Background: an optimization exercise with open tools, aiming at small area and a short achievable clock period. Do not read the settings as production practice. The RTL was checked by simulation tests, not by an equivalence proof against the original design. Power is estimated from default activity; no workload was simulated.

// cpu6
module cpu6 (
    input  logic        clock,
    input  logic        reset,
    input  logic [33:0] uop,
    input  logic [7:0]  data_in,
    output logic        write_en,
    output logic [18:0] address,
    output logic [7:0]  data_out
);
==> flow/config.mk <==
export PLATFORM = sky130hd
export DESIGN_NAME = cpu6
export DESIGN_NICKNAME = cpu6
export VERILOG_FILES = /design/flow/design.v
export SDC_FILE = /design/flow/constraint.sdc
export NUM_CORES = 4
export LEC_CHECK = 0
export CAP_MARGIN = 20
export CORE_MARGIN = 2
export CORE_UTILIZATION = 40
export SETUP_SLACK_MARGIN = 3.7
export SLEW_MARGIN = 20
==> flow/constraint.sdc <==
create_clock -name core_clock -period 6.5 [get_ports {clock}]
set_input_delay 1.3000 -clock core_clock [delete_from_list [all_inputs] [get_ports {clock}]]
set_output_delay 1.3000 -clock core_clock [all_outputs]
set_load 0.01 [all_outputs]
run.sh (not shown) runs the stock make flow with config.mk's settings and CLKGATE_MAP_FILE= SYNTH_SCRIPT=/design/flow/synth_recipe.tcl, a recipe that flattens the netlist after the stock synthesis.
==> next run, changes <==
- CORE_UTILIZATION: 40 -> 55
- CTS_BUF_LIST: default -> sky130_fd_sc_hd__clkbuf_8
- CTS_CLUSTER_SIZE: default -> 20
After rerunning: The changed run completed with no timing, DRC or antenna violations. Total power came out lower by 2.3%. Clock power came out lower by about 9%. Clock-buffer cell count came out higher by 123. Maximum frequency came out lower by 5.6%. Synthesized area does not change. Setup slack is worse by 0.20 ns. Via count came out higher by about 1.5%.

cpu6, a different RTL version from the one above (not shown whole).
Size in the first run: roughly 72 I/O pins, roughly 0.092 sq mm of cells after synthesis.
clock: 6.5 ns
lec_check: 0
cap_margin: 20
core_margin: 2
core_utilization: 55
cts_cluster_diameter: 100
cts_cluster_size: 24
setup_slack_margin: 3.45
slew_margin: 20
tns_end_percent: 10
standard.sh (not shown) runs the stock make flow with config.mk's settings and CLKGATE_MAP_FILE= SYNTH_SCRIPT=/design/flow/synth_recipe.tcl, a recipe that flattens the netlist after the stock synthesis.
==> flow/flow/run.sh <==
#!/bin/bash
# The standard layout (standard.sh: the standard flow's synthesis and ORFS flow), with
# two changes to how the layout is made:
#  - ports are buffered with buf_4 instead of the flow's default choice
#    (a clkdlybuf4s50 delay cell), so the port buffers are fast;
#  - clock tree synthesis clusters up to 24 sinks within 100 um per leaf buffer
#    (as config.mk asks) and inserts no dummy balancing loads.
# make's full output goes to standard_flow.log here; each ORFS step also
# keeps its own log under orfs/logs/.
set -euo pipefail
bash standard.sh \
  "BUFFER_PORTS_ARGS=-buffer_cell sky130_fd_sc_hd__buf_4" \
  "CTS_ARGS=-sink_clustering_enable -repair_clock_nets -sink_clustering_size 24 -sink_clustering_max_diameter 100 -dont_use_dummy_load" \
  finish > standard_flow.log 2>&1
Then changed:
==> flow/run.sh (new file) <==
#!/bin/bash
# synth_recipe.tcl (not shown) runs the flow's synth.tcl, then flattens the netlist and writes it again
# the make line also repeats each setting of config.mk as NAME=value (left out here)
make -C /OpenROAD-flow-scripts/flow DESIGN_CONFIG=/design/flow/config.mk WORK_HOME=/design/flow/orfs CLKGATE_MAP_FILE= SYNTH_SCRIPT=/design/flow/synth_recipe.tcl finish
--- a/flow/config.mk
+++ b/flow/config.mk
@@ -12,3 +12,3 @@
 export CTS_CLUSTER_SIZE = 24
-export SETUP_SLACK_MARGIN = 3.45
+export SETUP_SLACK_MARGIN = 3.7
 export SLEW_MARGIN = 20
removed: flow/flow/run.sh
removed: flow/standard.sh
Effect:
- worst setup slack improved by 0.19 ns
- die area does not change
- hold slack hardly moves
- total power went up by 4.3%
Then changed:
--- a/flow/config.mk
+++ b/flow/config.mk
@@ -12,3 +12,3 @@
 export CTS_CLUSTER_SIZE = 24
-export SETUP_SLACK_MARGIN = 3.7
+export SETUP_SLACK_MARGIN = 3.45
 export SLEW_MARGIN = 20
Effect: The changed run finished clean. Cell count shrinks by 2.0%. Total power shrinks by 2.3%. Final area shrinks by 2.0%. Non-clock buffer count shrinks by 116. Setup slack is worse by 0.21 ns.

cpu6, a different RTL version from the one above (not shown whole).
Size in the first run: roughly 5800 cells after synthesis, ~2300 flip-flops, roughly 0.091 sq mm of cells after synthesis.
export LEC_CHECK = 0
export CAP_MARGIN = 20
export CORE_MARGIN = 2
export CORE_UTILIZATION = 40
export SETUP_SLACK_MARGIN = 3.6
export SLEW_MARGIN = 20
create_clock -name core_clock -period 6.5 [get_ports {clock}]
run.sh (not shown) runs the stock make flow with config.mk's settings and CLKGATE_MAP_FILE= SYNTH_SCRIPT=/design/flow/synth_recipe.tcl, a recipe that flattens the netlist after the stock synthesis.
Stock flow here: none of the scripts above is used.
==> next run, changes <==
Settings changed: SETUP_SLACK_MARGIN 3.6 to 0.3.
What happened:
- maximum frequency decreases by a quarter to a third
- non-clock buffer count shrinks by 308
- wire length goes down by roughly a tenth
- die area does not change
- critical path depth came out lower by 2
- final area went down by a few percent
- via count shrinks by a few percent
- total power went down by a little under a tenth
- first-iteration DRC count goes down by roughly a tenth
- sequential power hardly moves
- final cell count shrinks by a few percent

cpu6, a different RTL version from the one above (not shown whole).
Size: ~5,700 cells after synthesis, roughly 72 I/O pins, roughly 92,000 um2 of cells after synthesis.
Settings: LEC_CHECK=0, CAP_MARGIN=20, CORE_MARGIN=2, CORE_UTILIZATION=55, CTS_CLUSTER_DIAMETER=100, CTS_CLUSTER_SIZE=24, SETUP_SLACK_MARGIN=3.45, SLEW_MARGIN=20, TNS_END_PERCENT=10; clock period 6.5 ns.
Edit:
Settings changed: SETUP_SLACK_MARGIN 3.45 to 3.7.
The changed run completed with no timing, DRC or antenna violations.
Power increases by about 0.9%.
Global-route usage increases by 0.67 points.
Wire length is higher by 1.3%.
Via count climbs by 1.1%.
Combinational power rises by 5.3%.
Area after synthesis is unchanged.

cpu6, a different RTL version from the one above (not shown whole).
Size: ~2400 flip-flops, about 72 I/O pins, ~93000 µm² of cells after synthesis.
export LEC_CHECK = 0
export CAP_MARGIN = 20
export CORE_MARGIN = 2
export CORE_UTILIZATION = 55
export CTS_CLUSTER_DIAMETER = 100
export CTS_CLUSTER_SIZE = 24
export SETUP_SLACK_MARGIN = 3.45
export SLEW_MARGIN = 20
export TNS_END_PERCENT = 10
create_clock -name core_clock -period 6.5 [get_ports {clock}]
standard.sh (not shown) runs the stock make flow with config.mk's settings and CLKGATE_MAP_FILE= SYNTH_SCRIPT=/design/flow/synth_recipe.tcl, a recipe that flattens the netlist after the stock synthesis.
==> flow/flow/run.sh <==
#!/bin/bash
# The standard layout (standard.sh: the standard flow's synthesis and ORFS flow), with
# two changes to how the layout is made:
#  - ports are buffered with buf_4 instead of the flow's default choice
#    (a clkdlybuf4s50 delay cell), so the port buffers are fast;
#  - clock tree synthesis clusters up to 24 sinks within 100 um per leaf buffer
#    (as config.mk asks) and inserts no dummy balancing loads.
# make's full output goes to standard_flow.log here; each ORFS step also
# keeps its own log under orfs/logs/.
set -euo pipefail
bash standard.sh \
  "BUFFER_PORTS_ARGS=-buffer_cell sky130_fd_sc_hd__buf_4" \
  "CTS_ARGS=-sink_clustering_enable -repair_clock_nets -sink_clustering_size 24 -sink_clustering_max_diameter 100 -dont_use_dummy_load" \
  finish > standard_flow.log 2>&1
The first run went through all stages and came out clean.
Then changed:
==> flow/run.sh (new file) <==
#!/bin/bash
# synth_recipe.tcl (not shown) runs the flow's synth.tcl, then flattens the netlist and writes it again
# the make line also repeats each setting of config.mk as NAME=value (left out here)
make -C /OpenROAD-flow-scripts/flow DESIGN_CONFIG=/design/flow/config.mk WORK_HOME=/design/flow/orfs CLKGATE_MAP_FILE= SYNTH_SCRIPT=/design/flow/synth_recipe.tcl finish
SETUP_SLACK_MARGIN = 3.7   (was 3.45)
removed: flow/flow/run.sh
removed: flow/standard.sh
Result:
- The changed run ran to the end with no violations
- clock-buffer cell count increases by 84
- cell count increases by 1.8%
- synthesized area is unchanged
- synthesized cell count stays the same
- setup slack degrades by 0.10 ns
- power increases by 2.3%
- cell area increases by 1.6%
- wire length increases by 1.1%
- register-to-register slack degrades by 0.10 ns
- sequential power is about the same
- global-route usage increases by 1.2 points

## afterwards: timing with drivers on the ports
The results above use ideal ports. As a check the final layouts listed here were re-extracted and re-timed, cells and wires unchanged.
Step 1, drivers: a clkbuf_16 drives clock and a buf_2 each remaining input, both assumed.
Step 2 times the ports against the registers' clock, not the clock port: input delays grow and output delays shrink by t, the midpoint of the rising clock arrivals with the driver on.
Slacks: ideal / step 1 / step 2; pairs: ideal / step 1.
run	t, ns	slack for setup (ns)	latest minus earliest clock arrival (ns)	worst slew at a driven data input, ns
the first run of note 1	0.955	3.180 / 3.180 / 2.752	0.119 / 0.119	0.12
the second run of note 1	1.109	2.985 / 2.985 / 2.678	0.098 / 0.097	0.11
the first run of note 2	0.835	3.236 / 3.236 / 2.656	0.113 / 0.113	0.07
the second run of note 2	0.885	3.426 / 3.381 / 2.629	0.078 / 0.078	0.07
the third run of note 2	0.865	3.215 / 3.215 / 2.562	0.048 / 0.048	0.08
the first run of note 3	0.951	2.659 / 2.659 / 2.162	0.108 / 0.108	0.08
the second run of note 3	0.963	1.144 / 1.144 / 1.144	0.082 / 0.082	0.05
the first run of note 4	0.891	3.225 / 3.225 / 2.519	0.051 / 0.050	0.09
the second run of note 4	0.890	3.199 / 3.199 / 2.642	0.056 / 0.056	0.09
the first run of note 5	0.852	3.205 / 3.205 / 2.633	0.072 / 0.072	0.05
the second run of note 5	0.864	3.105 / 3.105 / 2.474	0.076 / 0.076	0.05
After both steps every run listed still meets setup and hold. For the second run of note 2, which loses most, drivers alone change the setup slack by -0.045 ns; drivers and shift together by -0.797 ns.
